What follows belongs to an exercise in optimizing a design on an open flow for a short achievable clock period and few clock cycles per item; a production flow would make more cautious choices. At most, simulation tests tie the RTL to the original design; equivalence was not proved. No functional check of the RTL was part of run 1. Power and IR drop assume default switching activity.

===== flow/run.sh =====
#!/bin/bash
# synth_recipe.tcl (not shown) runs the flow's synth.tcl, then flattens the netlist and writes it again
# the make line also repeats each setting of config.mk as NAME=value (left out here)
make -C /OpenROAD-flow-scripts/flow DESIGN_CONFIG=/design/flow/config.mk WORK_HOME=/design/flow/orfs CLKGATE_MAP_FILE= SYNTH_SCRIPT=/design/flow/synth_recipe.tcl finish

===== flow/config.mk =====
export PLATFORM = sky130hd
export DESIGN_NAME = lc4_superscalar
export DESIGN_NICKNAME = lc4_superscalar
export VERILOG_FILES = /design/flow/design.v
export SDC_FILE = /design/flow/constraint.sdc
export NUM_CORES = 4
export LEC_CHECK = 0
export ABC_AREA = 1
export ABC_CLOCK_PERIOD_IN_PS = 1800
export CAP_MARGIN = 20
export CORE_MARGIN = 2
export CORE_UTILIZATION = 45
export SETUP_SLACK_MARGIN = 3.2
export SLEW_MARGIN = 20

===== flow/constraint.sdc =====
create_clock -name core_clock -period 5.0 [get_ports {gwe}]
set_input_delay 1.0000 -clock core_clock [delete_from_list [all_inputs] [get_ports {gwe}]]
set_output_delay 1.0000 -clock core_clock [all_outputs]
set_load 0.01 [all_outputs]

===== flow/design.v =====
package lc4_pkg;
   typedef logic [15:0] word_t;      
   typedef logic [2:0]  reg_sel_t;   
   localparam int NUM_REGS = 8;
   typedef enum logic [3:0] {
      OP_NOP   = 4'b0000,
      OP_ARITH = 4'b0001,   
      OP_LOGIC = 4'b0101,   
      OP_CONST = 4'b1001
   } opcode_e;
   typedef enum logic [2:0] {
      ALU_ADD,
      ALU_SUB,
      ALU_AND,
      ALU_OR,
      ALU_PASS_IMM   
   } alu_op_e;
   localparam word_t NOP_INSN = 16'h0000;
endpackage
module lc4_decoder (
   input  lc4_pkg::word_t    i_insn,
   output lc4_pkg::reg_sel_t o_rs,
   output lc4_pkg::reg_sel_t o_rt,
   output lc4_pkg::reg_sel_t o_rd,
   output logic              o_rs_re,    
   output logic              o_rt_re,    
   output logic              o_rd_we,
   output logic              o_const,    
   output logic              o_sub,      
   output logic              o_logic,    
   output logic              o_or,
   output lc4_pkg::word_t    o_imm
);
   logic arith, logic_op, rr_ok, imm_form;
   assign arith    = (i_insn[15:12] == 4'b0001);
   assign logic_op = (i_insn[15:12] == 4'b0101);
   assign o_const  = (i_insn[15:12] == 4'b1001);
   assign imm_form = i_insn[5];
   assign rr_ok    = (i_insn[5:3] == 3'b000) || (i_insn[5:3] == 3'b010);
   assign o_rd = i_insn[11:9];
   assign o_rs = i_insn[8:6];
   assign o_rt = i_insn[2:0];
   assign o_rs_re = (arith || logic_op) && (imm_form || rr_ok);
   assign o_rt_re = (arith || logic_op) && !imm_form && rr_ok;
   assign o_rd_we = o_rs_re || o_const;
   assign o_sub   = arith && !imm_form && i_insn[4];
   assign o_logic = logic_op;
   assign o_or    = logic_op && !imm_form && i_insn[4];
   assign o_imm   = o_const ? {{7{i_insn[8]}}, i_insn[8:0]} : {{11{i_insn[4]}}, i_insn[4:0]};
endmodule
module lc4_alu (
   input  logic [7:0] i_a,
   input  logic [7:0] i_b,
   input  logic       i_cin,
   input  logic       i_sub,
   input  logic       i_logic,
   input  logic       i_or,
   input  logic       i_we,
   input  logic [7:0] i_hold,
   output logic [7:0] o_res,
   output logic [7:0] o_res_out,
   output logic [7:0] o_res_hold,
   output logic       o_cout
);
   logic [7:0] sum, lres;
   logic [7:0] g0, p0, g1, p1, g2, p2, g3, p3;
   logic [8:0] c;
   assign g0 = i_a & i_b;
   assign p0 = i_a ^ i_b;
   always_comb begin
      g1 = g0; p1 = p0;
      for (int i = 1; i < 8; i++) begin
         g1[i] = g0[i] | (p0[i] & g0[i-1]);
         p1[i] = p0[i] & p0[i-1];
      end
      g2 = g1; p2 = p1;
      for (int i = 2; i < 8; i++) begin
         g2[i] = g1[i] | (p1[i] & g1[i-2]);
         p2[i] = p1[i] & p1[i-2];
      end
      g3 = g2; p3 = p2;
      for (int i = 4; i < 8; i++) begin
         g3[i] = g2[i] | (p2[i] & g2[i-4]);
         p3[i] = p2[i] & p2[i-4];
      end
   end
   assign c[0] = i_cin;
   assign c[8:1] = g3 | (p3 & {8{i_cin}});
   assign sum    = (p0 ^ {8{i_sub}}) ^ c[7:0];
   assign o_cout = c[8];
   assign lres   = i_or ? (i_a | i_b) : (i_a & i_b);    
   logic out_sum, out_log;
   assign out_sum = i_we && !i_logic;
   assign out_log = i_we && i_logic;
   assign o_res      = ({8{!i_logic}} & sum) | ({8{i_logic}} & lres);
   assign o_res_out  = ({8{out_sum}} & sum) | ({8{out_log}} & lres);
   assign o_res_hold = o_res_out | ({8{!i_we}} & i_hold);
endmodule
module lc4_regfile_dual (
   input  logic           gwe,
   input  logic           i_rst,
   input  logic [7:0]     i_rs_a,       
   input  logic [7:0]     i_rt_a,
   input  logic [7:0]     i_rs_b,
   input  logic [7:0]     i_rt_b,
   output lc4_pkg::word_t o_rs_data_a,
   output lc4_pkg::word_t o_rt_data_a,
   output lc4_pkg::word_t o_rs_data_b,
   output lc4_pkg::word_t o_rt_data_b,
   input  logic [7:0]     i_wmask_a,
   input  lc4_pkg::word_t i_wdata_a,
   input  logic [7:0]     i_wmask_b,
   input  lc4_pkg::word_t i_wdata_b
);
   lc4_pkg::word_t regs [0:lc4_pkg::NUM_REGS-1];
   function automatic logic [15:0] rd_oh(input logic [7:0] sel);
      rd_oh = '0;
      for (int i = 0; i < lc4_pkg::NUM_REGS; i++) begin
         rd_oh = rd_oh | ({16{sel[i]}} & regs[i]);
      end
   endfunction
   always_comb begin
      o_rs_data_a = rd_oh(i_rs_a);
      o_rt_data_a = rd_oh(i_rt_a);
      o_rs_data_b = rd_oh(i_rs_b);
      o_rt_data_b = rd_oh(i_rt_b);
   end
   always_ff @(posedge gwe) begin
      for (int i = 0; i < lc4_pkg::NUM_REGS; i++) begin
         if (i_rst)             regs[i] <= '0;
         else if (i_wmask_b[i]) regs[i] <= i_wdata_b;
         else if (i_wmask_a[i]) regs[i] <= i_wdata_a;
      end
   end
endmodule
module lc4_superscalar #(
   parameter lc4_pkg::word_t RESET_PC = 16'h8200
) (
   input  logic              gwe,
   input  logic              i_rst,
   output lc4_pkg::word_t    o_cur_pc,
   input  lc4_pkg::word_t    i_insn_a,
   input  lc4_pkg::word_t    i_insn_b,
   output logic              o_wb_we_a,
   output lc4_pkg::reg_sel_t o_wb_rd_a,
   output lc4_pkg::word_t    o_wb_data_a,
   output lc4_pkg::word_t    o_wb_pc_a,
   output logic              o_wb_we_b,
   output lc4_pkg::reg_sel_t o_wb_rd_b,
   output lc4_pkg::word_t    o_wb_data_b,
   output lc4_pkg::word_t    o_wb_pc_b
);
   lc4_pkg::word_t pc;
   logic           p_valid, d_valid;
   logic           split;
   always_ff @(posedge gwe) begin
      if (i_rst) begin
         pc      <= RESET_PC;
         p_valid <= 1'b0;
         d_valid <= 1'b0;
      end else begin
         pc      <= split ? pc + 16'd1 : pc + 16'd2;
         p_valid <= 1'b1;
         d_valid <= p_valid;
      end
   end
   assign o_cur_pc = pc;
   logic [1:0][2:0]  f_rs, f_rt, f_rd;
   logic [1:0]       f_rs_re, f_rt_re, f_dwe, f_cnst, f_sub, f_lg, f_or;
   logic [1:0][15:0] f_imm;
   lc4_decoder fdec_a_i (
      .i_insn (i_insn_a), .o_rs (f_rs[0]), .o_rt (f_rt[0]), .o_rd (f_rd[0]),
      .o_rs_re (f_rs_re[0]), .o_rt_re (f_rt_re[0]), .o_rd_we (f_dwe[0]), .o_const (f_cnst[0]),
      .o_sub (f_sub[0]), .o_logic (f_lg[0]), .o_or (f_or[0]), .o_imm (f_imm[0])
   );
   lc4_decoder fdec_b_i (
      .i_insn (i_insn_b), .o_rs (f_rs[1]), .o_rt (f_rt[1]), .o_rd (f_rd[1]),
      .o_rs_re (f_rs_re[1]), .o_rt_re (f_rt_re[1]), .o_rd_we (f_dwe[1]), .o_const (f_cnst[1]),
      .o_sub (f_sub[1]), .o_logic (f_lg[1]), .o_or (f_or[1]), .o_imm (f_imm[1])
   );
   function automatic logic [7:0] onehot(input logic [2:0] r);
      onehot = 8'b1 << r;
   endfunction
   logic [1:0][2:0]  p_rs, p_rt, p_rd;
   logic [1:0]       p_rs_re, p_rt_re, p_dwe, p_cnst, p_sub, p_lg, p_or;
   logic [1:0][15:0] p_imm;
   logic [1:0][7:0]  p_rs_oh, p_rt_oh;
   logic [1:0][2:0]  rs, rt, rd;
   logic [1:0]       rs_re, rt_re, dwe, cnst, sub, lg, orr;
   logic [1:0][15:0] imm;
   logic [1:0][7:0]  rs_oh, rt_oh;
   logic [1:0][15:0] rv1, rv2;            
   logic             own_rs, own_rt;      
   always_ff @(posedge gwe) begin
      if (split) begin
         p_rs <= {f_rs[0], p_rs[1]};           p_rt <= {f_rt[0], p_rt[1]};
         p_rd <= {f_rd[0], p_rd[1]};           p_rs_re <= {f_rs_re[0], p_rs_re[1]};
         p_rt_re <= {f_rt_re[0], p_rt_re[1]};  p_dwe <= {f_dwe[0], p_dwe[1]};
         p_cnst <= {f_cnst[0], p_cnst[1]};     p_sub <= {f_sub[0], p_sub[1]};
         p_lg <= {f_lg[0], p_lg[1]};           p_or <= {f_or[0], p_or[1]};
         p_imm <= {f_imm[0], p_imm[1]};
         p_rs_oh <= {onehot(f_rs[0]), p_rs_oh[1]};
         p_rt_oh <= {onehot(f_rt[0]), p_rt_oh[1]};
      end else begin
         p_rs <= f_rs;       p_rt <= f_rt;       p_rd <= f_rd;
         p_rs_re <= f_rs_re; p_rt_re <= f_rt_re; p_dwe <= f_dwe;
         p_cnst <= f_cnst;   p_sub <= f_sub;     p_lg <= f_lg;
         p_or <= f_or;       p_imm <= f_imm;
         p_rs_oh <= {onehot(f_rs[1]), onehot(f_rs[0])};
         p_rt_oh <= {onehot(f_rt[1]), onehot(f_rt[0])};
      end
   end
   logic [7:0]       r_wmask_a, r_wmask_b;
   lc4_pkg::word_t   w_data_a, w_data_b;
   lc4_pkg::word_t   rf_rs_a, rf_rt_a, rf_rs_b, rf_rt_b;
   lc4_regfile_dual regfile_i (
      .gwe         (gwe),        .i_rst       (i_rst),
      .i_rs_a      (p_rs_oh[0]), .i_rt_a      (p_rt_oh[0]),
      .i_rs_b      (p_rs_oh[1]), .i_rt_b      (p_rt_oh[1]),
      .o_rs_data_a (rf_rs_a),    .o_rt_data_a (rf_rt_a),
      .o_rs_data_b (rf_rs_b),    .o_rt_data_b (rf_rt_b),
      .i_wmask_a   (r_wmask_a),  .i_wdata_a   (w_data_a),
      .i_wmask_b   (r_wmask_b),  .i_wdata_b   (w_data_b)
   );
   function automatic logic [15:0] rfwd(input logic [7:0] oh, input logic [15:0] v,
                                        input logic [7:0] ma, input logic [15:0] da,
                                        input logic [7:0] mb, input logic [15:0] db);
      if (|(oh & mb))      rfwd = db;
      else if (|(oh & ma)) rfwd = da;
      else                 rfwd = v;
   endfunction
   logic [1:0][15:0] p_rv1, p_rv2;
   assign p_rv1 = {rfwd(p_rs_oh[1], rf_rs_b, r_wmask_a, w_data_a, r_wmask_b, w_data_b),
                   rfwd(p_rs_oh[0], rf_rs_a, r_wmask_a, w_data_a, r_wmask_b, w_data_b)};
   assign p_rv2 = {p_rt_re[1] ? rfwd(p_rt_oh[1], rf_rt_b, r_wmask_a, w_data_a, r_wmask_b, w_data_b) : p_imm[1],
                   p_rt_re[0] ? rfwd(p_rt_oh[0], rf_rt_a, r_wmask_a, w_data_a, r_wmask_b, w_data_b) : p_imm[0]};
   function automatic logic dep(input logic a_we, input logic [2:0] a_rd,
                                input logic re, input logic [2:0] r);
      dep = a_we && re && (r == a_rd);
   endfunction
   always_ff @(posedge gwe) begin
      if (split) begin
         rs <= {p_rs[0], rs[1]};           rt <= {p_rt[0], rt[1]};
         rd <= {p_rd[0], rd[1]};           rs_re <= {p_rs_re[0], rs_re[1]};
         rt_re <= {p_rt_re[0], rt_re[1]};  dwe <= {p_dwe[0], dwe[1]};
         cnst <= {p_cnst[0], cnst[1]};     sub <= {p_sub[0], sub[1]};
         lg <= {p_lg[0], lg[1]};           orr <= {p_or[0], orr[1]};
         imm <= {p_imm[0], imm[1]};
         rs_oh <= {p_rs_oh[0], rs_oh[1]};  rt_oh <= {p_rt_oh[0], rt_oh[1]};
         rv1 <= {p_rv1[0], rfwd(rs_oh[1], rv1[1], r_wmask_a, w_data_a, r_wmask_b, w_data_b)};
         rv2 <= {p_rv2[0], rt_re[1] ? rfwd(rt_oh[1], rv2[1], r_wmask_a, w_data_a, r_wmask_b, w_data_b)
                                    : rv2[1]};
         own_rs <= dep(dwe[1], rd[1], p_rs_re[0], p_rs[0]);
         own_rt <= dep(dwe[1], rd[1], p_rt_re[0], p_rt[0]);
      end else begin
         rs <= p_rs;  rt <= p_rt;  rd <= p_rd;
         rs_re <= p_rs_re;  rt_re <= p_rt_re;  dwe <= p_dwe;
         cnst <= p_cnst;  sub <= p_sub;  lg <= p_lg;  orr <= p_or;
         imm <= p_imm;
         rs_oh <= p_rs_oh;  rt_oh <= p_rt_oh;
         rv1 <= p_rv1;  rv2 <= p_rv2;
         own_rs <= dep(p_dwe[0], p_rd[0], p_rs_re[1], p_rs[1]);
         own_rt <= dep(p_dwe[0], p_rd[0], p_rt_re[1], p_rt[1]);
      end
   end
   logic [1:0][15:0] d_pc;
   assign d_pc = {pc - 16'd3, pc - 16'd4};
   logic [1:0]      x_we, m_we;
   logic [1:0][2:0] x_rd, m_rd;
   localparam int G2B = 3, G2A = 2, G1B = 1, G1A = 0;
   function automatic logic [3:0] find_src(input logic [2:0] s, input logic re,
                                           input logic [1:0] w1, input logic [1:0][2:0] r1,
                                           input logic [1:0] w2, input logic [1:0][2:0] r2);
      logic h1b, h1a, h2b, h2a;
      h1b = w1[1] && (r1[1] == s);
      h1a = w1[0] && (r1[0] == s);
      h2b = w2[1] && (r2[1] == s);
      h2a = w2[0] && (r2[0] == s);
      find_src = {re && !h1b && !h1a && h2b,
                  re && !h1b && !h1a && !h2b && h2a,
                  re && h1b,
                  re && !h1b && h1a};
   endfunction
   logic b_rs_const, b_rt_const;
   assign b_rs_const = cnst[0] && own_rs;
   assign b_rt_const = cnst[0] && own_rt;
   assign split = d_valid && !cnst[0] && (own_rs || own_rt);
   logic [1:0][3:0] src1, src2;
   always_comb begin
      for (int L = 0; L < 2; L++) begin
         src1[L] = find_src(rs[L], rs_re[L] && !(L == 1 && b_rs_const), x_we, x_rd, m_we, m_rd);
         src2[L] = find_src(rt[L], rt_re[L] && !(L == 1 && b_rt_const), x_we, x_rd, m_we, m_rd);
      end
   end
   logic [1:0] issue;
   assign issue = {d_valid && dwe[1] && !split, d_valid && dwe[0]};
   logic [1:0][7:0] lo_res, hi_res;    
   logic [1:0][7:0] m_lo;              
   logic [1:0][7:0] r_hi;              
   function automatic logic [7:0] pick(input logic [3:0] s, input logic [7:0] v,
                                       input logic [1:0][7:0] now, input logic [1:0][7:0] old,
                                       input logic inv);
      logic [3:0] sp, sn;
      sp = s & {4{!inv}};
      sn = s & {4{inv}};
      pick = ({8{sp[G1B]}} & now[1]) | ({8{sn[G1B]}} & ~now[1]) |
             ({8{sp[G1A]}} & now[0]) | ({8{sn[G1A]}} & ~now[0]) |
             ({8{sp[G2B]}} & old[1]) | ({8{sn[G2B]}} & ~old[1]) |
             ({8{sp[G2A]}} & old[0]) | ({8{sn[G2A]}} & ~old[0]) |
             ({8{s == 4'b0}} & v);
   endfunction
   logic [1:0][15:0] v1, v2;
   always_comb begin
      for (int L = 0; L < 2; L++) begin
         if (cnst[L])                      v1[L] = 16'h0000;
         else if (L == 1 && b_rs_const)    v1[L] = imm[0];
         else                              v1[L] = rfwd(rs_oh[L], rv1[L], r_wmask_a, w_data_a, r_wmask_b, w_data_b);
         if (!rt_re[L])                    v2[L] = imm[L];
         else if (L == 1 && b_rt_const)    v2[L] = imm[0];
         else                              v2[L] = rfwd(rt_oh[L], rv2[L], r_wmask_a, w_data_a, r_wmask_b, w_data_b);
         v1[L] = v1[L] ^ {16{sub[L]}};      
      end
   end
   logic [1:0][15:0] x_pc, x_c1, x_c2;
   logic [1:0]       x_sub, x_lg, x_or;
   logic [1:0][3:0]  x_s1, x_s2;
   always_ff @(posedge gwe) begin
      x_we <= i_rst ? 2'b00 : issue;
      for (int L = 0; L < 2; L++) begin
         x_rd[L]  <= rd[L];
         x_pc[L]  <= d_pc[L];
         x_sub[L] <= sub[L];
         x_lg[L]  <= lg[L];
         x_or[L]  <= orr[L];
         x_s1[L]  <= src1[L];
         x_s2[L]  <= src2[L];
         x_c1[L]  <= {v1[L][15:8], pick(src1[L], v1[L][7:0], lo_res, m_lo, sub[L])};
         x_c2[L]  <= {v2[L][15:8], pick(src2[L], v2[L][7:0], lo_res, m_lo, 1'b0)};
      end
   end
   logic [1:0] co;
   for (genvar L = 0; L < 2; L++) begin : g_lo
      lc4_alu alu_i (
         .i_a (x_c1[L][7:0]), .i_b (x_c2[L][7:0]), .i_cin (1'b0),
         .i_sub (x_sub[L]), .i_logic (x_lg[L]), .i_or (x_or[L]),
         .i_we (1'b0), .i_hold (8'h00),
         .o_res (lo_res[L]), .o_res_out (), .o_res_hold (), .o_cout (co[L])
      );
   end
   logic [1:0][15:0] m_pc;
   logic [1:0]       m_sub, m_lg, m_or, m_co;
   logic [1:0][7:0]  m_c1, m_c2;
   always_ff @(posedge gwe) begin
      m_we <= i_rst ? 2'b00 : x_we;
      for (int L = 0; L < 2; L++) begin
         m_rd[L]  <= x_rd[L];
         m_pc[L]  <= x_pc[L];
         m_sub[L] <= x_sub[L];
         m_lg[L]  <= x_lg[L];
         m_or[L]  <= x_or[L];
         m_lo[L]  <= lo_res[L];
         m_co[L]  <= co[L];
         m_c1[L]  <= pick(x_s1[L], x_c1[L][15:8], hi_res, r_hi, x_sub[L]);
         m_c2[L]  <= pick(x_s2[L], x_c2[L][15:8], hi_res, r_hi, 1'b0);
      end
   end
   logic [1:0][7:0] hi_out, hi_w;
   for (genvar L = 0; L < 2; L++) begin : g_hi
      lc4_alu alu_i (
         .i_a (m_c1[L]), .i_b (m_c2[L]), .i_cin (m_co[L]),
         .i_sub (m_sub[L]), .i_logic (m_lg[L]), .i_or (m_or[L]),
         .i_we (m_we[L]), .i_hold (L == 0 ? w_data_a[15:8] : w_data_b[15:8]),
         .o_res (hi_res[L]), .o_res_out (hi_out[L]), .o_res_hold (hi_w[L]), .o_cout ()
      );
   end
   always_ff @(posedge gwe) begin
      for (int i = 0; i < 8; i++) begin
         r_wmask_a[i] <= !i_rst && m_we[0] && (m_rd[0] == 3'(i));
         r_wmask_b[i] <= !i_rst && m_we[1] && (m_rd[1] == 3'(i));
      end
      r_hi     <= hi_res;
      w_data_a <= {hi_w[0], m_lo[0]};
      w_data_b <= {hi_w[1], m_lo[1]};
   end
   always_ff @(posedge gwe) begin
      if (i_rst) begin
         o_wb_we_a <= 1'b0;
         o_wb_we_b <= 1'b0;
      end else begin
         o_wb_we_a <= m_we[0];
         o_wb_we_b <= m_we[1];
      end
   end
   always_ff @(posedge gwe) begin
      o_wb_rd_a   <= m_rd[0];
      o_wb_rd_b   <= m_rd[1];
      o_wb_data_a <= {hi_out[0], m_lo[0] & {8{m_we[0]}}};
      o_wb_data_b <= {hi_out[1], m_lo[1] & {8{m_we[1]}}};
      o_wb_pc_a   <= m_pc[0];
      o_wb_pc_b   <= m_pc[0] + 16'd1;    
   end
endmodule

==> results.toml, run 1 <==
[outcome]
result_of_the_run = "timing/DRC/antenna clean"

[critical_path]
worstPathArrival_ns = 2.78
setup.worst_path.class = "flip-flop to flip-flop"
cpPeakStageDelay_ns = 0.36
critical-path-slowest-cell = "sky130_fd_sc_hd__dfxtp_4"
cp-end-kind = "flip-flop"
setup.worst_path.start_class = "flip-flop"
crit-reg2reg-capture = "rv2[28]"
worst_setup_path_endpoint = "rv2[28]"
worstReg2RegStart = "r_wmask_a[0]"
reg2reg_setup_slack_ns = 2.76
timing.critical_path.cells = "buf_12 -> clkinvlp_4 -> buf_6 -> o22ai_4 -> nor2_4 -> nand3_4 -> buf_12 -> clkinvlp_4 -> buf_8 -> nand2_2 -> o211ai_1 -> a21oi_1 -> nand2_1"
reg2reg_depth = 13
critical_path.startpoint = "r_wmask_a[0]"
timing.critical_path.fanout_max = 8
req_time_crit_path_ns = 5.54

[logic_synthesis]
postSynthAreaPerCell_sq_um = 6.91
synth_top_cell_by_area = "sky130_fd_sc_hd__dfxtp_1"
post_synth_design_cell_area_sq_mm = 0.0360
synthMostInstantiatedCell = "sky130_fd_sc_hd__nand2_1"
synth_fp_nets = 5312
synth_top_cells_by_area = "sky130_fd_sc_hd__dfxtp_1, sky130_fd_sc_hd__nand2_1, sky130_fd_sc_hd__inv_1, sky130_fd_sc_hd__o21ai_0, sky130_fd_sc_hd__a21oi_1"
ys_dominant_reg_cell = "sky130_fd_sc_hd__dfxtp_1"
synth.lib_cells_used.distinct = 60
synth_edf_count = 0
number_of_instances_in_the_synthesized_netlist = 5209
yosys_warnings = 4
ys_async_sr_fraction_pct = 0
seq_cells_post_synth = 690
synth_seq_area_share_pct = 38.4
synthTopCellsByCount = "sky130_fd_sc_hd__nand2_1, sky130_fd_sc_hd__dfxtp_1, sky130_fd_sc_hd__inv_1, sky130_fd_sc_hd__o21ai_0, sky130_fd_sc_hd__a21oi_1"
yosys.area.top_type_share_pct = 38.4

[die]
ioPinCount = 122
floorplan.die_area_sq_mm = 0.0823
placement_rows = 103
initial_core_util_pct = 45.5
die_width_microns = 287
die_height_microns = 287
core_area_sq_mm = 0.0791

[clock_network]
cts.path.max_buffers = 3
numClockSinks = 690
clock_edge_transition_at_the_registers_on_the_reported_setup_and_hold_paths_ns = 0.07
cts_made_buffers = 77
tritoncts = "yes"
cts_stage_hold_buffer_count = 0
htree_levels = 3
clockRootBuffer = "sky130_fd_sc_hd__clkbuf_16"
clk-insertion-delay-late_ns = 0.66

[finish]
multi_input_comb_area_sq_mm = 0.0229
syn2layout_area_growth_pct = 37.7
final_layout_size_suffix_gt1_share_pct = 30.1
fin_nets = 5695
fillerInstances = 7025
num_antenna_cells = 0
regArea_sq_mm = 0.0141

[routing]
vias_per_cell = 6.30
wl_microns = 184000
detail_route.drc_violations = 0
wire_per_inst_microns = 27.4
antenna_violating_nets_post_route = 0
detailedRoute.firstPassIterationCount = 11
number_of_drc_markers_in_iteration_0 = 6493
route.vias.total = 42200

[grt]
overflow = 0
initial_antenna_violation_count = 8
vias_in_the_first_global_route = 39000
first_pass_grt_wire_length_microns = 258000
grt_start_max_net_pins = 83
gr-usage-all-layers_pct = 42.1

[sta]
tightest_slew_ns = 1.05
hold_violations = 0
setup_violations = 0
post-route-period-util_pct = 44.8
final_slew_viol_count = 0
slew_headroom_pct = 29.7
max_freq_mhz = 446
fin_hold_ws_ns = 0.325
setup_tns_ns = 0
min_period_ns = 2.24
rsz0062_at_grt = "true"
fin_skew_ns = 0.0291

[flow_run]
drv_cap = 0

[pwr]
irDropWorstVdd_v = 0.000235
cellPowerDensity_mw_per_mm2 = 381
static-leakage-power_nw = 21.5

[place]
gp_routability_congestion = 1.03
detailedPlacementHpwl_microns = 110000
io_buffers = 121

[worst_hold_path]
min-delay-path-class = "flip-flop to flip-flop"
## metal layers
metal / up-vias / GRT usage, % / wire (microns)
met5: - / 0 / 117
met4: 12 / 25.1 / 13500
met3: 951 / 15.3 / 27600
met2: 3400 / 60.4 / 74500
met1: 19600 / 53.9 / 67900
li1: 18300 / - / -
## placed cells by master, fill, tap and decap left out, types with 77 or more instances in the layout
master | netlist | layout
sky130_fd_sc_hd__o21ai_0 | 339 | 244
sky130_fd_sc_hd__o22ai_1 | 110 | 92
sky130_fd_sc_hd__nand3_1 | 241 | 137
sky130_fd_sc_hd__a21oi_1 | 257 | 214
sky130_fd_sc_hd__nor2_1 | 251 | 168
sky130_fd_sc_hd__a31oi_1 | 130 | 130
sky130_fd_sc_hd__o221ai_1 | 132 | 132
sky130_fd_sc_hd__dfxtp_1 | 690 | 552
sky130_fd_sc_hd__buf_6 | 8 | 108
sky130_fd_sc_hd__nand2_1 | 1601 | 1379
sky130_fd_sc_hd__nand2_2 | 17 | 163
sky130_fd_sc_hd__inv_1 | 470 | 386
sky130_fd_sc_hd__nand3_2 | 7 | 84
sky130_fd_sc_hd__inv_2 | 57 | 79
sky130_fd_sc_hd__clkbuf_16 | 0 | 87
sky130_fd_sc_hd__nand2_4 | 6 | 77
sky130_fd_sc_hd__buf_4 | 23 | 264
sky130_fd_sc_hd__o21ai_1 | 85 | 97
## power breakdown
| group | leakage [nW] | total [mW] | internal, mW | switching (mW) |
|---|---|---|---|---|
| sequential | 5.74 | 7.14 | 6.05 | 1.09 |
| combinational | 14.5 | 5.52 | 2.03 | 3.49 |
| clock | 1.33 | 6.22 | 3.69 | 2.53 |
## through the flow
stage	instance area [sq um]	power (mW)	util (%)	setup WS, ns	cells
after CTS	46800	17.8	59.1	2.86	6616
after detailed placement	37700	10.6	47.6	1.75	6147
after global placement	37700	10.6	47.6	1.78	6147
final	49600	18.9	62.7	2.76	6702
after global routing	49600	19.4	62.7	2.78	6702
after floorplan	36000	8.90	-	3.20	5209
## state kept, by name, summed over array words and instances, names as in the netlist, 18 cells and up
register	count
regfile_i.regs	128
x_c1	32
rv2	32
p_imm	18
rv1	32
x_c2	32
imm	18
## critical path, delay by kind of cell, from the launching register on
family,cells,cell delay [ns]
and+or+nand+nor,4,0.31
AOI/OAI and AO/OA,3,0.47
DFF,1,0.36
buffers and inverters,6,0.96
## how the worst min path moves through the flow
stage,end,depth (start not counted),start
floorplan,m_pc[0],0,x_pc[0]
finish,m_pc[6],0,x_pc[6]
CTS,m_pc[5],0,x_pc[5]
detailed placement,m_pc[11],0,x_pc[11]
global route,x_rd[1],0,rd[1]
global placement,m_pc[13],0,x_pc[13]
## kinds of logic (layout without fill, tap and decap cells)
logic type                 count (synthesis)  in the layout  synth area share [%]
and+or+nand+nor                         2311           2322                  27.0
AOI/OAI and AO/OA                       1227           1227                  20.8
buffers and inverters                    821           1253                  9.24
DFF                                      690            690                  38.4
xor gates and xnor gates                  91             91                  2.21
adders and majority gates                 69             69                  2.40
## final cells by class
type | count | share of cell area, %
multi-input cells | 3709 | 46.1
flip-flops and latches | 690 | 28.5
repair buffers | 559 | 11.9
inverters | 539 | 4.96
clock buffers | 102 | 4.38
well taps | 1050 | 2.65
clock inverters | 37 | 1.12
repair inverters | 16 | 0.320
## what timing repair did
action                                   CTS  global route
resized for setup                       1411           536
setup buffers                            290            74
pin swaps                                268           305
endpoints found under the setup margin   597           426
gates cloned                              40            12
==> run 2: changes to the inputs <==
--- a/flow/design.v
+++ b/flow/design.v
@@ -380,6 +380,6 @@
       end
       r_hi     <= hi_res;
-      w_data_a <= {hi_w[0], m_lo[0]};
-      w_data_b <= {hi_w[1], m_lo[1]};
+      w_data_a <= {hi_w[0], m_we[0] ? m_lo[0] : w_data_a[7:0]};
+      w_data_b <= {hi_w[1], m_we[1] ? m_lo[1] : w_data_b[7:0]};
    end
    always_ff @(posedge gwe) begin
@@ -398,5 +398,5 @@
       o_wb_data_b <= {hi_out[1], m_lo[1] & {8{m_we[1]}}};
       o_wb_pc_a   <= m_pc[0];
-      o_wb_pc_b   <= m_pc[0] + 16'd1;    
+      o_wb_pc_b   <= m_pc[1];
    end
 endmodule
==> results.toml, run 2 <==
[outcome]
result_of_the_run = "timing/DRC/antenna clean"

[routing]
antenna_violating_nets_post_route = 0
wl_microns = 181000
wire_per_inst_microns = 26.6
route.vias.total = 42200
vias_per_cell = 6.21
detailedRoute.firstPassIterationCount = 14
number_of_drc_markers_in_iteration_0 = 6107
detail_route.drc_violations = 0

[clock_network]
tritoncts = "yes"
cts_stage_hold_buffer_count = 0
numClockSinks = 722
clockRootBuffer = "sky130_fd_sc_hd__clkbuf_16"
htree_levels = 3
clock_edge_transition_at_the_registers_on_the_reported_setup_and_hold_paths_ns = 0.06
cts.path.max_buffers = 3
clk-insertion-delay-late_ns = 0.69
cts_made_buffers = 80

[critical_path]
cp-end-kind = "primary output"
req_time_crit_path_ns = 4.00
critical-path-slowest-cell = "sky130_fd_sc_hd__dfxtp_4"
setup.worst_path.class = "flip-flop to primary output"
timing.critical_path.cells = "buf_6"
path_delay_family = "flip-flops"
timing.critical_path.fanout_max = 2
crit_buf_inv = 1
cpPeakStageDelay_ns = 0.36
setup.worst_path.start_class = "flip-flop"
worstPathArrival_ns = 1.15

[sta]
tightest_slew_ns = 1.01
rsz0062_at_grt = "true"
setup_violations = 0
final_slew_viol_count = 0
min_period_ns = 2.15
setup_slack_ns = 2.85
slew_headroom_pct = 33.0
post-route-period-util_pct = 43.0
hold_violations = 0
fin_hold_ws_ns = 0.324
max_freq_mhz = 465
fin_skew_ns = 0.0564
setup_tns_ns = 0

[pwr]
cellPowerDensity_mw_per_mm2 = 369
irDropWorstVdd_v = 0.000272
static-leakage-power_nw = 22.4

[logic_synthesis]
ys_async_sr_fraction_pct = 0
synthMostInstantiatedCell = "sky130_fd_sc_hd__nand2_1"
synth_top_cell_by_area = "sky130_fd_sc_hd__dfxtp_1"
number_of_instances_in_the_synthesized_netlist = 5252
yosys_warnings = 4
ys_dominant_reg_cell = "sky130_fd_sc_hd__dfxtp_1"
post_synth_design_cell_area_sq_mm = 0.0369
synth.lib_cells_used.distinct = 67
postSynthAreaPerCell_sq_um = 7.03
synthTopCellsByCount = "sky130_fd_sc_hd__nand2_1, sky130_fd_sc_hd__dfxtp_1, sky130_fd_sc_hd__inv_1, sky130_fd_sc_hd__o21ai_0, sky130_fd_sc_hd__nor2_1"
synth_fp_nets = 5355
seq_cells_post_synth = 722
synth_seq_area_share_pct = 39.6
synth_edf_count = 16
yosys.area.top_type_share_pct = 38.3
synth_top_cells_by_area = "sky130_fd_sc_hd__dfxtp_1, sky130_fd_sc_hd__nand2_1, sky130_fd_sc_hd__inv_1, sky130_fd_sc_hd__o21ai_0, sky130_fd_sc_hd__a21oi_1"

[place]
io_buffers = 121
detailedPlacementHpwl_microns = 109000
gp_routability_congestion = 1.02
pre_cts_ws_ns = 1.93

[die]
floorplan.die_area_sq_mm = 0.0843
die_height_microns = 290
die_width_microns = 290
placement_rows = 105
core_area_sq_mm = 0.0816
ioPinCount = 122
initial_core_util_pct = 45.2

[finish]
most_frequent_cells_in_the_layout = "sky130_fd_sc_hd__nand2_1, sky130_fd_sc_hd__dfxtp_1, sky130_fd_sc_hd__inv_1"
final_common_cell = "sky130_fd_sc_hd__nand2_1"
final_layout_size_suffix_gt1_share_pct = 32.9
fillerInstances = 7013
syn2layout_area_growth_pct = 40.3
largest_reg_flops = 128
fin_nets = 5762
largest_register = "regfile_i.regs"

[grt]
first_pass_grt_wire_length_microns = 255000
grt_start_max_net_pins = 83
initial_antenna_violation_count = 3
gr-usage-all-layers_pct = 40.1
overflow = 0
vias_in_the_first_global_route = 38600

[worst_hold_path]
min-delay-path-class = "flip-flop to flip-flop"

[flow_run]
drv_cap = 0
## run 2: cell types whose count changed after synthesis, moves of 8 or more
cell | previous run | this run
sky130_fd_sc_hd__buf_6 | 8 | 23
sky130_fd_sc_hd__buf_2 | 71 | 60
sky130_fd_sc_hd__xnor2_1 | 44 | 36
sky130_fd_sc_hd__nor4_1 | 5 | 13
sky130_fd_sc_hd__edfxtp_1 | 0 | 16
sky130_fd_sc_hd__buf_4 | 23 | 13
sky130_fd_sc_hd__nand2_1 | 1601 | 1593
sky130_fd_sc_hd__dfxtp_1 | 690 | 706
sky130_fd_sc_hd__nor2_1 | 251 | 280
sky130_fd_sc_hd__a31oi_1 | 130 | 121
sky130_fd_sc_hd__o211ai_1 | 65 | 73
sky130_fd_sc_hd__inv_1 | 470 | 481
sky130_fd_sc_hd__o21ai_0 | 339 | 321
## run 2: path summary, 6_finish.rpt
kind	startpoint	end	slack (ns)	depth (start not counted)
worst max-delay path	pc[6]	o_cur_pc[6]	2.85	1
worst min-delay path	m_pc[22]	o_wb_pc_b[6]	0.32	0
worst max register to register	r_wmask_a[0]	rv1[13]	2.87	14
worst min register to register	m_pc[22]	o_wb_pc_b[6]	0.32	0
## run 2: metal layers
layer	track usage [%]	vias up	share of wire, %
met5	0.681	-	0.075
met4	27.7	8	9.4
met3	11.4	1114	12
met2	60.8	3102	42
met1	49.2	19500	37
li1	-	18400	-
## run 2: logic make-up (layout without fill, tap and decap cells)
logic type                 count (synthesis)  after routing  synth area share (%)
AOI/OAI and AO/OA                       1208           1208                  20.1
xor gates and xnor gates                  84             84                  1.99
adders and majority gates                 69             69                  2.34
buffers and inverters                    835           1298                  9.36
DFF                                      722            722                  39.6
muxes                                      2              2                0.0543
other                                      0              1                     0
and+or+nand+nor                         2332           2344                  26.5
## run 2: metrics by stage
stage / utilization [%] / cell area [sq um] / total power [mW] / cells
global route: 63.5 / 51800 / 19.7 / 6797
global placement: 47.2 / 38500 / 10.4 / 6214
detailed placement: 47.2 / 38500 / 10.4 / 6214
CTS: 59.3 / 48400 / 18.0 / 6687
finish: 63.5 / 51800 / 19.1 / 6798
floorplan: - / 36900 / 8.98 / 5252
## run 2: what timing repair did
item                                    in CTS  in global routing
cloned                                      40                  5
gates resized for setup                   1543                670
endpoints found under the setup margin     621                382
setup buffers                              283                105
pin swaps                                  293                363
## run 2: layout make-up
class                           count  area, sq um  area share (%)
Clock inverter                     48          686            1.32
Multi-Input combinational cell   3707        23700            45.7
Tap cell                         1070         1340            2.59
Sequential cell                   722        14900            28.9
Timing Repair inverter             20          238           0.459
Inverter                          553         2650            5.12
Antenna cell                        1         2.50         0.00483
Timing Repair Buffer              575         6080            11.7
Clock buffer                      102         2190            4.22
## run 2: power by group
part	internal, mW	switching [mW]	leakage, nW	total (mW)
registers	6.31	0.771	6.00	7.08
clock network	3.74	2.74	1.38	6.48
logic	2.13	3.39	15.0	5.53
total	12.2	6.90	22.4	19.1
Testbench counts of run 2, summed over its fixed seeds: cycles 7,176, insns 12,800.
==> run 3: changes to the inputs <==
--- a/flow/config.mk
+++ b/flow/config.mk
@@ -10,5 +10,5 @@
 export CAP_MARGIN = 20
 export CORE_MARGIN = 2
-export CORE_UTILIZATION = 45
+export CORE_UTILIZATION = 40
 export SETUP_SLACK_MARGIN = 3.2
 export SLEW_MARGIN = 20
==> results.toml, run 3 <==
[outcome]
result_of_the_run = "timing/DRC/antenna clean"

[logic_synthesis]
synthMuxAreaShare_pct = 0.0543
ys_async_sr_fraction_pct = 0
synth_compound_gate_area_share_pct = 20.1
yosys_warnings = 4
synthTopCellsByCount = "sky130_fd_sc_hd__nand2_1, sky130_fd_sc_hd__dfxtp_1, sky130_fd_sc_hd__inv_1, sky130_fd_sc_hd__o21ai_0, sky130_fd_sc_hd__nor2_1"
synth.lib_cells_used.distinct = 67
synth_edf_count = 16
combinational_family_with_the_most_area_after_synthesis = "simple AND/OR/NAND/NOR gates"
postSynthAreaPerCell_sq_um = 7.03
number_of_instances_in_the_synthesized_netlist = 5252
post_synth_design_cell_area_sq_mm = 0.0369
share_of_synthesized_cell_area_in_and_or_nand_and_nor_gates_pct = 26.5
synthMostInstantiatedCell = "sky130_fd_sc_hd__nand2_1"
synth_top_cell_by_area = "sky130_fd_sc_hd__dfxtp_1"
synth_seq_area_share_pct = 39.6
yosys.area.top_type_share_pct = 38.3
ys_dominant_reg_cell = "sky130_fd_sc_hd__dfxtp_1"
synth_xor_area_share_pct = 1.99
synth_fp_nets = 5355
synth_top_cells_by_area = "sky130_fd_sc_hd__dfxtp_1, sky130_fd_sc_hd__nand2_1, sky130_fd_sc_hd__inv_1, sky130_fd_sc_hd__o21ai_0, sky130_fd_sc_hd__a21oi_1"
yosys.area_share.adder_pct = 2.34
seq_cells_post_synth = 722

[finish]
final_common_cell = "sky130_fd_sc_hd__nand2_1"
regArea_sq_mm = 0.0150
fillerInstances = 7940
syn2layout_area_growth_pct = 42.9
largest_reg_flops = 128
layoutNonFillerInstCount = 7020
multi_input_comb_area_sq_mm = 0.0234
fin_nets = 5868
largest_register = "regfile_i.regs"
most_frequent_cells_in_the_layout = "sky130_fd_sc_hd__nand2_1, sky130_fd_sc_hd__dfxtp_1, sky130_fd_sc_hd__inv_1"
final_layout_size_suffix_gt1_share_pct = 34.2
finish.utilization_pct = 57.6

[clock_network]
numClockSinks = 722
cts_made_buffers = 81
cts.path.max_buffers = 3
clock_edge_transition_at_the_registers_on_the_reported_setup_and_hold_paths_ns = 0.07
clk-insertion-delay-late_ns = 0.70
htree_levels = 3
tritoncts = "yes"
cts_stage_hold_buffer_count = 0
clockRootBuffer = "sky130_fd_sc_hd__clkbuf_16"

[sta]
fin_skew_ns = 0.0352
slew_headroom_pct = 35.6
final_slew_viol_count = 0
fin_hold_ws_ns = 0.321
max_freq_mhz = 461
tightest_slew_ns = 0.965
rsz0062_at_grt = "true"
hold_violations = 0
post-route-period-util_pct = 43.4
setup_violations = 0
setup_tns_ns = 0
min_period_ns = 2.17

[worst_hold_path]
min-delay-path-class = "flip-flop to flip-flop"

[grt]
first_pass_grt_wire_length_microns = 254000
overflow = 0
initial_antenna_violation_count = 5
vias_in_the_first_global_route = 37900
grt_start_max_net_pins = 78
gr-usage-all-layers_pct = 36.1

[critical_path]
critical-path-slowest-cell = "sky130_fd_sc_hd__dfxtp_4"
setup.worst_path.start_class = "flip-flop"
worst_setup_path_endpoint = "o_cur_pc[2]"
path_delay_family = "flip-flops"
reg2reg_setup_slack_ns = 2.92
cpPeakStageDelay_ns = 0.36
crit_buf_inv = 1
cp-end-kind = "primary output"
setup.worst_path.class = "flip-flop to primary output"
worstReg2RegStart = "r_wmask_a[7]"
path_depth = 1
req_time_crit_path_ns = 4.00
timing.critical_path.fanout_max = 2
timing.critical_path.cells = "buf_6"
critical_path.startpoint = "pc[2]"
crit-reg2reg-capture = "rv2[28]"
reg2reg_depth = 12
worstPathArrival_ns = 1.17

[routing]
wire_per_inst_microns = 26.5
vias_per_cell = 6.06
number_of_drc_markers_in_iteration_0 = 6239
antenna_violating_nets_post_route = 0
route.vias.total = 42600
wl_microns = 186000
detail_route.drc_violations = 0
detailedRoute.firstPassIterationCount = 14

[die]
initial_core_util_pct = 40.3
die_width_microns = 308
ioPinCount = 122
floorplan.die_area_sq_mm = 0.0947
placement_rows = 111
core_area_sq_mm = 0.0915
die_height_microns = 308

[pwr]
static-leakage-power_nw = 22.9
irDropWorstVdd_v = 0.000330
cellPowerDensity_mw_per_mm2 = 370

[place]
gp_routability_congestion = 1.04
detailedPlacementHpwl_microns = 111000
io_buffers = 121
place.detailed.instances = 6341

[flow_run]
drv_cap = 0
-- run 3: cell counts after synthesis --
Identical to the previous run, type by type.
-- run 3: where the power goes --
part	switching (mW)	internal, mW
Sequential	0.798	6.31
Clock	2.69	3.73
Combinational	3.56	2.42
-- run 3: area by class of cell --
class	count	area share [%]
Clock inverter	38	0.954
Sequential cell	722	28.4
Clock buffer	112	4.51
Timing Repair Buffer	678	13.6
Antenna cell	2	0.00949
Tap cell	1186	2.81
Inverter	553	4.92
Multi-Input combinational cell	3708	44.4
Timing Repair inverter	21	0.373
-- run 3: repair_timing --
action | in CTS | in global routing
pin swaps | 184 | 438
setup buffers | 289 | 189
setup endpoints to repair | 605 | 400
cloned | 41 | 8
gates resized for setup | 1344 | 924
-- run 3: per-stage QoR --
stage          setup slack (ns)  cell area (sq um)  power (mW)
2_1_floorplan              3.22              36900        8.98
3_3_place_gp               1.69              38800        10.5
3_5_place_dp               1.76              38800        10.5
4_1_cts                    2.81              47700        18.2
5_1_grt                    2.81              52700        20.1
6_report                   2.83              52700        19.5
-- run 3: worst min-delay path by stage --
stage	from	endpoint	slack, ns	cells after the start
after detailed placement	x_pc[0]	m_pc[0]	0.31	0
after global routing	m_pc[6]	o_wb_pc_a[6]	0.32	0
after CTS	m_pc[30]	o_wb_pc_b[14]	0.32	0
final	m_pc[6]	o_wb_pc_a[6]	0.32	0
after floorplan	x_pc[0]	m_pc[0]	0.31	0
after global placement	rd[2]	x_rd[2]	0.31	0
-- run 3: cell families (layout without fill, tap and decap cells) --
kind of cell | Yosys count | after routing
other | 0 | 2
buffers and inverters | 835 | 1402
AO/OA/AOI/OAI | 1208 | 1208
adder cells (fa/ha/maj) | 69 | 69
flip-flops | 722 | 722
AND/OR/NAND/NOR | 2332 | 2345
XOR/XNOR | 84 | 84
multiplexers | 2 | 2
-- run 3: metal layers --
layer / track usage [%] / wire (microns)
met2: 53.3 / 78500
met5: 0.724 / 151
met3: 10.9 / 23000
met1: 44.9 / 68200
met4: 25.0 / 16500
-- run 3: worst reg2reg max path, cell delays in order (launching register included) --
cell                         delay [ns]
sky130_fd_sc_hd__dfxtp_2           0.34
sky130_fd_sc_hd__buf_12            0.12
sky130_fd_sc_hd__clkinvlp_4        0.19
sky130_fd_sc_hd__buf_6             0.18
sky130_fd_sc_hd__o22ai_2           0.13
sky130_fd_sc_hd__inv_1             0.08
sky130_fd_sc_hd__nand3_2           0.10
sky130_fd_sc_hd__buf_8             0.16
sky130_fd_sc_hd__clkinvlp_4        0.21
sky130_fd_sc_hd__o21ai_2           0.11
sky130_fd_sc_hd__o211ai_1          0.11
sky130_fd_sc_hd__a21oi_1           0.17
sky130_fd_sc_hd__nand2_1           0.07
==> run 4: changes to the inputs <==
--- a/flow/config.mk
+++ b/flow/config.mk
@@ -11,4 +11,6 @@
 export CORE_MARGIN = 2
 export CORE_UTILIZATION = 40
+export CTS_CLUSTER_DIAMETER = 160
+export CTS_CLUSTER_SIZE = 20
 export SETUP_SLACK_MARGIN = 3.2
 export SLEW_MARGIN = 20
==> results.toml, run 4 <==
[place]
place.detailed.instances = 6341
gp_routability_congestion = 1.04
detailedPlacementHpwl_microns = 111000
io_buffers = 121

[finish]
largest_reg_flops = 128
layoutNonFillerInstCount = 6902
final_common_cell = "sky130_fd_sc_hd__nand2_1"
final_layout_size_suffix_gt1_share_pct = 32.8
largest_register = "regfile_i.regs"
most_frequent_cells_in_the_layout = "sky130_fd_sc_hd__nand2_1, sky130_fd_sc_hd__dfxtp_1, sky130_fd_sc_hd__inv_1"
syn2layout_area_growth_pct = 38.5
fin_nets = 5810

[grt]
initial_antenna_violation_count = 4
globalRouteMet1Util_pct = 44.7
grt.busiest_layer = "met2"
vias_in_the_first_global_route = 37300
grt_start_max_net_pins = 78
first_pass_grt_wire_length_microns = 251000
gr-usage-all-layers_pct = 35.5
gr_util_met2_pct = 53.2
overflow = 0
global_route.usage.met3_pct = 9.90

[flow_run]
drv_cap = 0

[critical_path]
crit_buf_inv = 1
worstReg2RegStart = "w_data_a[5]"
setup.worst_path.class = "flip-flop to primary output"
timing.critical_path.cells = "buf_6"
timing.critical_path.fanout_max = 2
reg2reg_depth = 8
path_delay_family = "flip-flops"
critical-path-slowest-cell = "sky130_fd_sc_hd__dfxtp_4"
req_time_crit_path_ns = 4.00
cpPeakStageDelay_ns = 0.37
setup.worst_path.start_class = "flip-flop"
cp-end-kind = "primary output"
worstPathArrival_ns = 1.15
crit-reg2reg-capture = "x_c1[21]"
reg2reg_setup_slack_ns = 2.93

[logic_synthesis]
synth_top_cells_by_area = "sky130_fd_sc_hd__dfxtp_1, sky130_fd_sc_hd__nand2_1, sky130_fd_sc_hd__inv_1, sky130_fd_sc_hd__o21ai_0, sky130_fd_sc_hd__a21oi_1"
ys_dominant_reg_cell = "sky130_fd_sc_hd__dfxtp_1"
number_of_instances_in_the_synthesized_netlist = 5252
synthMostInstantiatedCell = "sky130_fd_sc_hd__nand2_1"
post_synth_design_cell_area_sq_mm = 0.0369
ys_async_sr_fraction_pct = 0
synth_edf_count = 16
synthTopCellsByCount = "sky130_fd_sc_hd__nand2_1, sky130_fd_sc_hd__dfxtp_1, sky130_fd_sc_hd__inv_1, sky130_fd_sc_hd__o21ai_0, sky130_fd_sc_hd__nor2_1"
yosys.area.top_type_share_pct = 38.3
seq_cells_post_synth = 722
postSynthAreaPerCell_sq_um = 7.03
synth_seq_area_share_pct = 39.6
synth_fp_nets = 5355
synth.lib_cells_used.distinct = 67
yosys_warnings = 4
synth_top_cell_by_area = "sky130_fd_sc_hd__dfxtp_1"

[routing]
wl_microns = 183000
wire_per_inst_microns = 26.5
number_of_drc_markers_in_iteration_0 = 5956
vias_per_cell = 6.08
detail_route.drc_violations = 0
route.vias.total = 42000
antenna_violating_nets_post_route = 0
detailedRoute.firstPassIterationCount = 12

[sta]
fin_hold_ws_ns = 0.324
rsz0062_at_grt = "true"
tightest_slew_ns = 1.05
hold_violations = 0
setup_violations = 0
slew_headroom_pct = 29.7
max_freq_mhz = 464
final_slew_viol_count = 0
setup_tns_ns = 0
min_period_ns = 2.15
fin_skew_ns = 0.0446
post-route-period-util_pct = 43.1

[clock_network]
clk-insertion-delay-late_ns = 0.67
cts_made_buffers = 42
cts_stage_hold_buffer_count = 0
numClockSinks = 722
cts.path.max_buffers = 3
htree_levels = 2
clockRootBuffer = "sky130_fd_sc_hd__clkbuf_16"
tritoncts = "yes"
clock_edge_transition_at_the_registers_on_the_reported_setup_and_hold_paths_ns = 0.09

[die]
ioPinCount = 122
floorplan.die_area_sq_mm = 0.0947
die_width_microns = 308
core_area_sq_mm = 0.0915
initial_core_util_pct = 40.3
die_height_microns = 308
placement_rows = 111

[worst_hold_path]
hold_crit_start = "m_pc[31]"
min-delay-path-class = "flip-flop to flip-flop"
hold_path_depth = 0
min_to = "o_wb_pc_b[15]"

[pwr]
irDropWorstVdd_v = 0.000241
cellPowerDensity_mw_per_mm2 = 328
static-leakage-power_nw = 22.0

[outcome]
result_of_the_run = "timing/DRC/antenna clean"
## run 4: cell counts after synthesis
No cell type changed its count.
## run 4: routing by layer
| metal | up-vias | wire (microns) | share of wire, % |
|---|---|---|---|
| met5 | - | 274 | 0.15 |
| met4 | 10 | 15900 | 8.7 |
| met3 | 979 | 21700 | 12 |
| met2 | 3027 | 77600 | 42 |
| met1 | 19500 | 67700 | 37 |
| li1 | 18500 | - | - |
## run 4: cell families after synthesis
| logic type | after synthesis | share of synthesized area [%] |
|---|---|---|
| and+or+nand+nor | 2332 | 26.5 |
| DFF | 722 | 39.6 |
| buffers and inverters | 835 | 9.36 |
| xor gates and xnor gates | 84 | 1.99 |
| AOI/OAI and AO/OA | 1208 | 20.1 |
| muxes | 2 | 0.0543 |
| adders and majority gates | 69 | 2.34 |
## run 4: cell type report
cell class | instances | area (sq um)
sequential | 722 | 15000
tap | 1186 | 1480
fill | 8188 | 40400
clock inverter | 4 | 78.8
timing repair inverter | 27 | 277
clock buffer | 46 | 1070
multi-input combinational | 3710 | 23600
inverter | 553 | 2580
timing repair buffer | 651 | 7020
antenna | 3 | 7.51
## run 4: through the flow
step	instance area, sq um	util (%)	setup WS (ns)	power, mW
global placement	38800	42.4	1.69	10.5
floorplan	36900	-	3.22	8.98
CTS	45700	49.9	2.85	15.5
finish	51100	55.8	2.85	16.8
detailed placement	38800	42.4	1.76	10.5
global route	51100	55.8	2.83	17.4
## run 4: timing repair
| item | 4_1_cts | 5_1_grt |
|---|---|---|
| buffers inserted | 271 | 180 |
| setup endpoints to repair | 606 | 337 |
| endpoints found under the hold margin | 0 | 0 |
| cloned | 40 | 17 |
| pin swaps | 183 | 414 |
| resized for setup | 1308 | 958 |
## run 4: worst reg2reg max path, delay by kind of cell, from the launching register on
| family | cells | cell delay, ns |
|---|---|---|
| buf+inv | 1 | 0.56 |
| flops | 1 | 0.63 |
| simple gates | 6 | 0.65 |
| compound gates | 1 | 0.11 |
## run 4: worst max path at each step
stage,startpoint,slack (ns),depth (start not counted),endpoint
after floorplan,i_insn_a[12],3.22,9,p_dwe[1]
after CTS,pc[2],2.85,1,o_cur_pc[2]
final,pc[2],2.85,1,o_cur_pc[2]
after detailed placement,r_wmask_a[1],1.76,13,x_c1[18]
after global routing,pc[2],2.83,1,o_cur_pc[2]
after global placement,r_wmask_a[1],1.69,13,x_c1[18]
## run 4: power by group
part	total [mW]	leakage, nW	switching, mW	internal [mW]
Clock	3.67	0.558	2.12	1.55
Sequential	7.10	6.01	0.793	6.31
Combinational	6.01	15.5	3.57	2.44
==> run 5: changes to the inputs <==
--- a/flow/config.mk
+++ b/flow/config.mk
@@ -11,6 +11,6 @@
 export CORE_MARGIN = 2
 export CORE_UTILIZATION = 40
-export CTS_CLUSTER_DIAMETER = 160
-export CTS_CLUSTER_SIZE = 20
+export CTS_CLUSTER_DIAMETER = 120
+export CTS_CLUSTER_SIZE = 24
 export SETUP_SLACK_MARGIN = 3.2
 export SLEW_MARGIN = 20
==> results.toml, run 5 <==
[routing]
detail_route.drc_violations = 0
wl_microns = 187000
wire_per_inst_microns = 27.0
vias_per_cell = 6.12
route.vias.total = 42500
antenna_violating_nets_post_route = 0
number_of_drc_markers_in_iteration_0 = 6275
detailedRoute.firstPassIterationCount = 16

[grt]
overflow = 0
initial_antenna_violation_count = 1
first_pass_grt_wire_length_microns = 254000
gr-usage-all-layers_pct = 36.1
vias_in_the_first_global_route = 37700
grt_start_max_net_pins = 78

[logic_synthesis]
synth_compound_gate_area_share_pct = 20.1
synthTopCellsByCount = "sky130_fd_sc_hd__nand2_1, sky130_fd_sc_hd__dfxtp_1, sky130_fd_sc_hd__inv_1, sky130_fd_sc_hd__o21ai_0, sky130_fd_sc_hd__nor2_1"
synth.lib_cells_used.distinct = 67
yosys.area.top_type_share_pct = 38.3
synthMuxAreaShare_pct = 0.0543
synth_seq_area_share_pct = 39.6
yosys.area_share.adder_pct = 2.34
post_synth_design_cell_area_sq_mm = 0.0369
share_of_synthesized_cell_area_in_and_or_nand_and_nor_gates_pct = 26.5
postSynthAreaPerCell_sq_um = 7.03
combinational_family_with_the_most_area_after_synthesis = "simple AND/OR/NAND/NOR gates"
number_of_instances_in_the_synthesized_netlist = 5252
synth_top_cells_by_area = "sky130_fd_sc_hd__dfxtp_1, sky130_fd_sc_hd__nand2_1, sky130_fd_sc_hd__inv_1, sky130_fd_sc_hd__o21ai_0, sky130_fd_sc_hd__a21oi_1"
synth_xor_area_share_pct = 1.99
yosys_warnings = 4
ys_dominant_reg_cell = "sky130_fd_sc_hd__dfxtp_1"
synthMostInstantiatedCell = "sky130_fd_sc_hd__nand2_1"
synth_edf_count = 16
synth_top_cell_by_area = "sky130_fd_sc_hd__dfxtp_1"
ys_async_sr_fraction_pct = 0
synth_fp_nets = 5355
seq_cells_post_synth = 722

[place]
detailed_place.area_sq_mm = 0.0388
gp_routability_congestion = 1.04
pre_cts_ws_ns = 1.76
place.detailed.instances = 6341
io_buffers = 121
detailedPlacementHpwl_microns = 111000

[critical_path]
path_delay_family = "flip-flops"
cpPeakStageDelay_ns = 0.37
timing.critical_path.fanout_max = 2
reg2reg_setup_slack_ns = 2.90
timing.critical_path.cells = "buf_6"
reg2reg_depth = 11
req_time_crit_path_ns = 4.00
cp-end-kind = "primary output"
crit-reg2reg-capture = "rv1[25]"
worstReg2RegStart = "p_rs_oh[13]"
worstPathArrival_ns = 1.12
crit_buf_inv = 1
setup.worst_path.start_class = "flip-flop"
critical-path-slowest-cell = "sky130_fd_sc_hd__dfxtp_4"
setup.worst_path.class = "flip-flop to primary output"

[finish]
final_common_cell = "sky130_fd_sc_hd__nand2_1"
finish.utilization_pct = 56.5
finalInstanceArea_sq_mm = 0.0517
final_layout_size_suffix_gt1_share_pct = 33.9
most_frequent_cells_in_the_layout = "sky130_fd_sc_hd__nand2_1, sky130_fd_sc_hd__dfxtp_1, sky130_fd_sc_hd__inv_1"
largest_register = "regfile_i.regs"
layoutNonFillerInstCount = 6943
fin_nets = 5849
syn2layout_area_growth_pct = 40.1
largest_reg_flops = 128

[flow_run]
drv_cap = 0

[clock_network]
cts.path.max_buffers = 3
cts_made_buffers = 36
clockRootBuffer = "sky130_fd_sc_hd__clkbuf_16"
tritoncts = "yes"
htree_levels = 2
clock_edge_transition_at_the_registers_on_the_reported_setup_and_hold_paths_ns = 0.10
clk-insertion-delay-late_ns = 0.63
numClockSinks = 722
cts_stage_hold_buffer_count = 0

[worst_hold_path]
hold_crit_start = "m_pc[30]"
hold_path_depth = 0
min-delay-path-class = "flip-flop to flip-flop"
min_to = "o_wb_pc_b[14]"

[die]
placement_rows = 111
die_width_microns = 308
floorplan.die_area_sq_mm = 0.0947
ioPinCount = 122
die_height_microns = 308
initial_core_util_pct = 40.3
core_area_sq_mm = 0.0915

[sta]
setup_tns_ns = 0
setup_slack_ns = 2.88
hold_violations = 0
fin_hold_ws_ns = 0.324
fin_skew_ns = 0.0431
post-route-period-util_pct = 42.3
setup_violations = 0
final_slew_viol_count = 0
max_freq_mhz = 473
tightest_slew_ns = 1.06
min_period_ns = 2.12
rsz0062_at_grt = "true"
slew_headroom_pct = 29.3

[pwr]
static-leakage-power_nw = 22.4
irDropWorstVdd_v = 0.000272
cellPowerDensity_mw_per_mm2 = 326
finalPower_mw = 16.8

[outcome]
result_of_the_run = "timing/DRC/antenna clean"
==> run 5: cell families after synthesis <==
kind of cell             after synthesis
flip-flops                           722
buffers and inverters                835
AND/OR/NAND/NOR                     2332
multiplexers                           2
adder cells (fa/ha/maj)               69
AO/OA/AOI/OAI                       1208
XOR/XNOR                              84
==> run 5: metal layers <==
| metal | up-vias | GRT usage, % | routed length, microns | share of wire (%) |
|---|---|---|---|---|
| met5 | - | 0.724 | 242 | 0.13 |
| met4 | 8 | 24.2 | 16700 | 8.9 |
| met3 | 1051 | 10.0 | 22600 | 12 |
| met2 | 3185 | 53.8 | 78800 | 42 |
| met1 | 19700 | 45.2 | 68900 | 37 |
| li1 | 18600 | - | - | - |
==> run 5: worst register-to-register path: stages, from the launching register on <==
cell	delay, ns
sky130_fd_sc_hd__dfxtp_1	0.32
sky130_fd_sc_hd__buf_6	0.20
sky130_fd_sc_hd__nand2_1	0.13
sky130_fd_sc_hd__nand2_1	0.11
sky130_fd_sc_hd__a221oi_4	0.31
sky130_fd_sc_hd__nand2_4	0.27
sky130_fd_sc_hd__buf_12	0.24
sky130_fd_sc_hd__buf_16	0.13
sky130_fd_sc_hd__nand2_1	0.05
sky130_fd_sc_hd__o21ai_1	0.08
sky130_fd_sc_hd__nand2_1	0.09
sky130_fd_sc_hd__nand2_1	0.07
==> run 5: report_power, final <==
| part | internal, mW | switching [mW] | total [mW] |
|---|---|---|---|
| sequential | 6.31 | 0.812 | 7.12 |
| combinational | 2.58 | 3.69 | 6.27 |
| clock | 1.42 | 2.03 | 3.45 |
| total | 10.3 | 6.53 | 16.8 |
==> run 5: worst max path at each step <==
stage / start / endpoint / slack, ns / depth (start not counted)
after floorplan: i_insn_a[12] / p_dwe[1] / 3.22 / 9
after global placement: r_wmask_a[1] / x_c1[18] / 1.69 / 13
after detailed placement: r_wmask_a[1] / x_c1[18] / 1.76 / 13
after CTS: pc[2] / o_cur_pc[2] / 2.87 / 1
after global routing: p_rt_oh[3] / rv2[29] / 2.86 / 13
final: pc[2] / o_cur_pc[2] / 2.88 / 1
==> run 5: cell type report <==
cell class                      count  area [sq um]
Antenna cell                        1          2.50
Clock buffer                       42           945
Clock inverter                      6          68.8
Fill cell                        8031         39800
Inverter                          553          2600
Multi-Input combinational cell   3707         23700
Sequential cell                   722         15000
Tap cell                         1186          1480
Timing Repair Buffer              699          7650
Timing Repair inverter             27           285
==> run 5: repair_timing <==
action / 4_1_cts / 5_1_grt
gates resized for setup: 1452 / 913
pin swaps: 216 / 428
gates cloned: 43 / 14
buffers inserted: 332 / 164
setup endpoints to repair: 608 / 452
endpoints found under the hold margin: 0 / 0

[static timing again, ports no longer ideal]
No port has a modelled driver above. Below, the same layouts with a new extraction and two added sets of constraints.
Step 1 assumes that a clkbuf_16 drives the clock port and a buf_2 every other input.
Step 2 adds t to the input delays and takes it off the output delays; t is the mean of the earliest and latest rising clock arrival at the registers after step 1. Input paths then give back, and output paths get back, about the clock's delay inside the block.
Slacks: ideal / step 1 / step 2; pairs: ideal / step 1.
| run | t, ns | setup WS [ns] | cell pins on the clock port's net |
|---|---|---|---|
| run 1 | 0.712 | 2.759 / 2.759 / 2.547 | 1 |
| run 2 | 0.733 | 2.850 / 2.777 / 2.539 | 1 |
| run 3 | 0.752 | 2.831 / 2.756 / 2.453 | 1 |
| run 4 | 0.724 | 2.846 / 2.770 / 2.493 | 1 |
| run 5 | 0.691 | 2.884 / 2.806 / 2.578 | 1 |
After both steps every run listed still meets setup and hold. For run 3, which loses most, drivers alone change the setup slack by -0.075 ns; drivers and shift together by -0.378 ns.
